Source: an optimization exercise on an open RTL-to-GDS flow (aim: small area, a short achievable clock period and few clock cycles). Production flows keep margins and buffers that such runs may drop. Power figures rest on the tool's default switching activity, not on a simulated workload.

== the previous run ==
==> flow/design.v <==
module rc_frame_drive_command (
    input  logic        clk,
    input  logic        rst_n,
    input  logic        rx_valid,
    output logic        rx_ready,
    input  logic [7:0]  rx_byte,
    input  logic        rx_buffer_end,
    input  logic        rx_quick_stop_enabled,
    output logic        cmd_valid,
    input  logic        cmd_ready,
    output logic        cmd_frame_valid,
    output logic signed [9:0] cmd_linear_velocity,
    output logic signed [9:0] cmd_angular_velocity,
    output logic        cmd_manual_mode,
    output logic        cmd_startup_set,
    output logic [2:0]  cmd_startup_value,
    output logic [1:0]  cmd_stop_code,
    input  logic        cfg_we,
    input  logic [7:0]  cfg_wdata
);
    localparam logic [1:0] C4_DOWN = 2'd1;
    localparam logic [1:0] C4_UP   = 2'd2;
    localparam logic [1:0] C4_MID  = 2'd3;
    localparam logic [1:0] S11_MID  = 2'd0;
    localparam logic [1:0] S11_UP   = 2'd1;
    localparam logic [1:0] S11_DOWN = 2'd2;
    logic [4:0] cnt;             
    logic       ok;              
    logic       rdy_n;           
    logic       cp, cp_qs;       
    logic       cp2;             
    logic       cv;
    logic       sel_s;           
    logic       op_init, op_corr, op_any;  
    logic [10:0] wt, ws;         
    logic [8:0]  rem;
    logic        f_ge, f_le;     
    logic [1:0]  c4p;
    logic        sw9p;
    logic [1:0]  s11p;
    logic [7:0]  thr;
    logic [8:0]  ht, hs;         
    logic [1:0]  c4h;
    logic        sw9h;
    logic        sset_n;         
    logic [2:0]  sval_x;         
    logic [9:0]  lin, ang;
    logic        fv_o;
    logic [1:0]  stop_o;
    logic fire, fire_end, c1;
    assign fire     = rx_valid & ~rdy_n;
    assign fire_end = fire & rx_buffer_end;
    assign c1       = cp & ~cp2 & ~cv;
    logic cp_n, cp2_n, cv_n;
    always_comb begin
        cp_n  = fire_end | (cp & ~c1);
        cp2_n = c1;
        cv_n  = cp2 | (cv & ~cmd_ready);
    end
    always_ff @(posedge clk or negedge rst_n) begin
        if (!rst_n) begin
            cnt <= '0;
            cp  <= 1'b0;
            cp2 <= 1'b0;
            cv  <= 1'b0;
            rdy_n <= 1'b0;
        end else begin
            if (fire)
                cnt <= rx_buffer_end ? 5'd0 : (cnt == 5'd25) ? cnt : cnt + 5'd1;
            cp  <= cp_n;
            cp2 <= cp2_n;
            cv  <= cv_n;
            rdy_n <= cp_n & (cp2_n | cv_n);
        end
    end
    always_ff @(posedge clk) begin
        if (fire) begin
            if (rx_buffer_end && cnt < 5'd24)
                ok <= 1'b0;
            else if (cnt == 5'd0)
                ok <= (rx_byte == 8'h0f);
            else if (cnt == 5'd24)
                ok <= ok & (rx_byte == 8'h00);
            sel_s   <= cnt >= 5'd13;
            op_init <= !rx_buffer_end && (cnt == 5'd3 || cnt == 5'd13);
            op_corr <= !rx_buffer_end && (cnt == 5'd12 || cnt == 5'd22);
            op_any  <= !rx_buffer_end && cnt >= 5'd3 && cnt <= 5'd22;
        end
        if (fire_end)
            cp_qs <= rx_quick_stop_enabled;
    end
    always_ff @(posedge clk) begin
        if (fire) begin
            case (cnt)
                5'd6: begin    
                    f_ge <= rx_byte[7:4] >= 4'd14;
                    f_le <= rx_byte[7:4] <= 4'd2;
                end
                5'd13: begin   
                    f_ge <= rx_byte[7:3] >= 5'd30;
                    f_le <= rx_byte[7:3] <= 5'd18;
                end
                5'd16: begin   
                    f_ge <= rx_byte[7:1] >= 7'd30;
                    f_le <= rx_byte[7:1] <= 7'd50;
                end
                default: ;
            endcase
            if (cnt == 5'd7) begin    
                if (rx_byte[6:0] > 7'd105 || (rx_byte[6:0] == 7'd105 && f_ge))
                    c4p <= C4_UP;
                else if (rx_byte[6:0] < 7'd19 || (rx_byte[6:0] == 7'd19 && f_le))
                    c4p <= C4_DOWN;
                else
                    c4p <= C4_MID;
            end
            if (cnt == 5'd14)         
                sw9p <= rx_byte[5:0] < 6'd9 || (rx_byte[5:0] == 6'd9 && f_le);
            if (cnt == 5'd17) begin   
                if (rx_byte[3:0] > 4'd13 || (rx_byte[3:0] == 4'd13 && f_ge))
                    s11p <= S11_DOWN;
                else if (rx_byte[3:0] < 4'd2 || (rx_byte[3:0] == 4'd2 && f_le))
                    s11p <= S11_UP;
                else
                    s11p <= S11_MID;
            end
        end
    end
    logic        d_init, d_step, d_corr, d_op;
    logic [10:0] wsrc, wnew;
    logic [11:0] x;
    logic        xneg;
    logic [10:0] w;
    logic [8:0]  xin, xinc, yinc;
    logic [10:0] k0, k1, k2;
    logic [10:0] t0, t1, t2;
    logic        ge1, ge2, sgn, neg_corr;
    logic [8:0]  rem_n;
    always_comb begin
        d_init = op_init;
        d_corr = op_corr;
        d_op   = op_any;
        d_step = op_any & ~op_init & ~op_corr;
        wsrc   = sel_s ? ws : wt;
        sgn    = wsrc[8];        
        x    = {1'b0, wsrc} - (sel_s ? 12'd938 : 12'd1001);
        xneg = x[11];
        w    = x[10:0] ^ {11{xneg}};
        case ({d_corr, sel_s, d_corr ? sgn : wsrc[10]})
            3'b000, 3'b010: begin k0 = 11'd0;  k1 = -11'sd347; k2 = -11'sd694; end
            3'b001, 3'b011: begin k0 = 11'd50; k1 = -11'sd297; k2 = -11'sd644; end
            3'b100:         begin k0 = 11'd0;  k1 = -11'sd347; k2 = -11'sd694; end
            3'b101:         begin k0 = 11'd100; k1 = -11'sd247; k2 = -11'sd594; end
            3'b110:         begin k0 = 11'd54; k1 = -11'sd293; k2 = -11'sd640; end
            default:        begin k0 = 11'd46; k1 = -11'sd301; k2 = -11'sd648; end
        endcase
        t0  = {1'b0, rem, 1'b0} + k0;
        t1  = {1'b0, rem, 1'b0} + k1;
        t2  = {1'b0, rem, 1'b0} + k2;
        ge1 = !t1[10];
        ge2 = !t2[10];
        rem_n = ge2 ? t2[8:0] : ge1 ? t1[8:0] : t0[8:0];
        neg_corr = d_corr & sgn;
        xin  = {wsrc[8] & ~d_corr, wsrc[7:0]} ^ {9{neg_corr}};
        xinc = xin + 9'd1;
        yinc = (ge2 ^ neg_corr) ? xinc : xin;
        if (d_init)
            wnew = {w[7:0], 2'b00, ~xneg};
        else
            wnew = {wsrc[9], yinc, ge1 & ~ge2 & ~d_corr};
    end
    always_ff @(posedge clk) begin
        if (fire) begin
            if (cnt == 5'd2)
                wt[4:0] <= rx_byte[7:3];
            if (cnt == 5'd3)
                wt[10:5] <= rx_byte[5:0];
            if (cnt == 5'd5)
                ws[6:0] <= rx_byte[7:1];
            if (cnt == 5'd6)
                ws[10:7] <= rx_byte[3:0];
            if (d_op) begin
                if (sel_s)
                    ws <= wnew;
                else
                    wt <= wnew;
            end
            if (d_init) begin
                rem <= 9'(w[10:8] * 6'd50);
            end else if (d_step)
                rem <= rem_n;
        end
    end
    logic [1:0] c4_new;
    logic [8:0] thrm;
    logic [7:0] at, as;
    logic       get, ges;
    always_comb begin
        c4_new = ok ? c4p : c4h;
        thrm = {1'b0, thr} - 9'd1;
        at   = ht[7:0] ^ {8{ht[8]}};
        as   = hs[7:0] ^ {8{hs[8]}};
        get  = ($signed({2'b00, at}) + $signed({~thrm[8], ~thrm}) + $signed({9'd0, ht[8]})) >= 0;
        ges  = ($signed({2'b00, as}) + $signed({~thrm[8], ~thrm}) + $signed({9'd0, hs[8]})) >= 0;
    end
    always_ff @(posedge clk or negedge rst_n) begin
        if (!rst_n) begin
            thr  <= 8'd10;
            ht   <= '0;
            hs   <= '0;
            c4h  <= C4_MID;
            sw9h <= 1'b0;
            sset_n <= 1'b0;
            sval_x <= 3'd0;
            lin  <= '0;
            ang  <= '0;
        end else begin
            if (cfg_we)
                thr <= cfg_wdata;
            if (c1 && ok) begin
                ht   <= wt[9:1];
                hs   <= ws[9:1];
                c4h  <= c4p;
                sw9h <= sw9p;
                case (s11p)
                    S11_MID:  begin sset_n <= 1'b0; sval_x <= 3'd0; end   
                    S11_DOWN: begin sset_n <= 1'b0; sval_x <= 3'd3; end   
                    default: begin
                        sset_n <= sval_x[2];
                        sval_x <= {1'b1, 1'b0, sval_x[2]};
                    end
                endcase
            end
            if (cp2 && sw9h) begin
                lin <= get ? {ht[8], ht} + {ht, 1'b0} : '0;
                ang <= ges ? {hs, 1'b0} : '0;
            end
        end
    end
    always_ff @(posedge clk) begin
        if (c1) begin
            fv_o   <= ok;
            stop_o <= cp_qs ? c4_new : 2'd0;
        end
    end
    assign rx_ready             = ~rdy_n;
    assign cmd_valid            = cv;
    assign cmd_frame_valid      = fv_o;
    assign cmd_linear_velocity  = lin;
    assign cmd_angular_velocity = ang;
    assign cmd_manual_mode      = sw9h;
    assign cmd_startup_set      = ~sset_n;
    assign cmd_startup_value    = {~sval_x[2], sval_x[1], ~sval_x[0]};
    assign cmd_stop_code        = stop_o;
endmodule
clock: 13.0 ns
lec_check: 0
abc_area: 1
cap_margin: 20
core_margin: 2
core_utilization: 40
slew_margin: 20
standard.sh (not shown) runs the stock make flow with config.mk's settings and CLKGATE_MAP_FILE= SYNTH_SCRIPT=/design/flow/synth_recipe.tcl, a recipe that flattens the netlist after the stock synthesis.
==> flow/flow/run.sh <==
#!/bin/bash
# Standard synthesis and layout; ports are buffered with buf_2 cells and the
# layout's timing repair aims for extra setup slack (the clock period and
# constraints are unchanged).
set -euo pipefail
bash standard.sh synth > synth.log 2>&1
bash standard.sh "BUFFER_PORTS_ARGS=-buffer_cell sky130_fd_sc_hd__buf_2" SETUP_SLACK_MARGIN=9.5 finish > layout.log 2>&1
Input-level comparison between the current run and the previous run:
--- a/flow/design.v
+++ b/flow/design.v
@@ -129,12 +129,10 @@
     logic        d_init, d_step, d_corr, d_op;
     logic [10:0] wsrc, wnew;
-    logic [11:0] x;
-    logic        xneg;
-    logic [10:0] w;
-    logic [8:0]  xin, xinc, yinc;
-    logic [10:0] k0, k1, k2;
-    logic [10:0] t0, t1, t2;
-    logic        ge1, ge2, sgn, neg_corr;
-    logic [8:0]  rem_n;
+    logic        neg;
+    logic [8:0]  th1, th2, k0, k1, k2, kk;
+    logic [8:0]  xin, kq, base, binc, yinc;
+    logic [7:0]  aconst;
+    logic        ge1, ge2, ci;
+    logic [8:0]  rem_n, rem_i;
     always_comb begin
         d_init = op_init;
@@ -143,28 +141,25 @@
         d_step = op_any & ~op_init & ~op_corr;
         wsrc   = sel_s ? ws : wt;
-        sgn    = wsrc[8];        
-        x    = {1'b0, wsrc} - (sel_s ? 12'd938 : 12'd1001);
-        xneg = x[11];
-        w    = x[10:0] ^ {11{xneg}};
-        case ({d_corr, sel_s, d_corr ? sgn : wsrc[10]})
-            3'b000, 3'b010: begin k0 = 11'd0;  k1 = -11'sd347; k2 = -11'sd694; end
-            3'b001, 3'b011: begin k0 = 11'd50; k1 = -11'sd297; k2 = -11'sd644; end
-            3'b100:         begin k0 = 11'd0;  k1 = -11'sd347; k2 = -11'sd694; end
-            3'b101:         begin k0 = 11'd100; k1 = -11'sd247; k2 = -11'sd594; end
-            3'b110:         begin k0 = 11'd54; k1 = -11'sd293; k2 = -11'sd640; end
-            default:        begin k0 = 11'd46; k1 = -11'sd301; k2 = -11'sd648; end
+        neg   = sel_s ? (wsrc >= 11'd938) : (wsrc >= 11'd1001);
+        rem_i = (wsrc[10:8] == 3'd7) ? 9'd3 : 9'(wsrc[10:8] * 6'd50);
+        case ({d_corr, wsrc[10]})
+            2'b00:   begin th1 = 9'd174; th2 = 9'd347; k0 = 9'd0;  k1 = 9'(-347); k2 = 9'(-694); end
+            2'b01:   begin th1 = 9'd149; th2 = 9'd322; k0 = 9'd50; k1 = 9'(-297); k2 = 9'(-644); end
+            2'b10:   begin th1 = 9'd0;   th2 = 9'd33;  k0 = 9'd0;  k1 = 9'd0;      k2 = 9'd0;      end
+            default: begin th1 = 9'd0;   th2 = 9'd32;  k0 = 9'd0;  k1 = 9'd0;      k2 = 9'd0;      end
         endcase
-        t0  = {1'b0, rem, 1'b0} + k0;
-        t1  = {1'b0, rem, 1'b0} + k1;
-        t2  = {1'b0, rem, 1'b0} + k2;
-        ge1 = !t1[10];
-        ge2 = !t2[10];
-        rem_n = ge2 ? t2[8:0] : ge1 ? t1[8:0] : t0[8:0];
-        neg_corr = d_corr & sgn;
-        xin  = {wsrc[8] & ~d_corr, wsrc[7:0]} ^ {9{neg_corr}};
-        xinc = xin + 9'd1;
-        yinc = (ge2 ^ neg_corr) ? xinc : xin;
+        ge1 = rem >= th1;
+        ge2 = rem >= th2;
+        kk  = ge2 ? k2 : ge1 ? k1 : k0;
+        rem_n = {rem[7:0], 1'b0} + kk;
+        aconst = (sel_s ? 8'd135 : 8'd144) + {7'd0, wsrc[10]};
+        xin  = wsrc[8:0] ^ {9{d_corr}};
+        kq   = d_corr ? {1'b0, aconst} : 9'd0;
+        ci   = ge2 ^ d_corr;
+        base = xin + kq;
+        binc = base + 9'd1;
+        yinc = ci ? binc : base;
         if (d_init)
-            wnew = {w[7:0], 2'b00, ~xneg};
+            wnew = {wsrc[7:0], neg, 1'b0, (wsrc[10:8] == 3'd7)};
         else
             wnew = {wsrc[9], yinc, ge1 & ~ge2 & ~d_corr};
@@ -187,5 +182,5 @@
             end
             if (d_init) begin
-                rem <= 9'(w[10:8] * 6'd50);
+                rem <= rem_i;
             end else if (d_step)
                 rem <= rem_n;
[summary]
Cmp the previous run and the current run / register-to-register slack / higher: the previous run. STATUS detailed placement HPWL: the current run wins against the previous run. Compared with the previous run, area after detailed placement in the current run decreased by a few percent. The current run ended with more total chip power than the previous run. Taking the previous run as the reference, in the current run fmax went down by about 0.8%; worst setup slack saw a decrease; average wire per cell in the routed design barely changed. Between the previous run and the current run, the difference in share of the final layout cell area in sequential cells is negligible. Taking the previous run as the reference, in the current run via count now sits lower, highest fanout seen on the critical path has increased, synthesized area went down. Compared with the previous run, number of DRC markers in iteration 0 in the current run decreased by a few percent. Measured against each other, the previous run and the current run differ in instance count after placement with tap cells included, the higher figure coming from the previous run.
No functional check of the RTL was part of any run of this note.

## afterwards: timing with drivers on the ports
The flow's constraints put no driver on any port. The routed layouts listed below were extracted and timed again, unchanged, in two steps.
Step 1 (the two cells are an assumption about what drives the block):
set clk [get_ports {clk}]
set_driving_cell -lib_cell sky130_fd_sc_hd__clkbuf_16 $clk
set_driving_cell -lib_cell sky130_fd_sc_hd__buf_2 [delete_from_list [all_inputs] $clk]
Step 2 adds t to the input delays and takes it off the output delays; t is the mean of the earliest and latest rising clock arrival at the registers after step 1. Input paths then give back, and output paths get back, about the clock's delay inside the block.
Slacks: no drivers / after step 1 / after step 2; pairs: no drivers / after step 1.
run	shift t [ns]	setup WS [ns]	hold slack, ns	clock arrival spread, ns	pins driven straight from the clock port
the previous run	0.400	9.475 / 9.426 / 9.177	0.469 / 0.469 / 0.469	0.013 / 0.013	1
the current run	0.398	9.448 / 9.441 / 9.202	0.461 / 0.461 / 0.461	0.012 / 0.013	1
After both steps every run listed still meets setup and hold. For the previous run, which loses most, drivers alone change the setup slack by -0.049 ns; drivers and shift together by -0.298 ns.
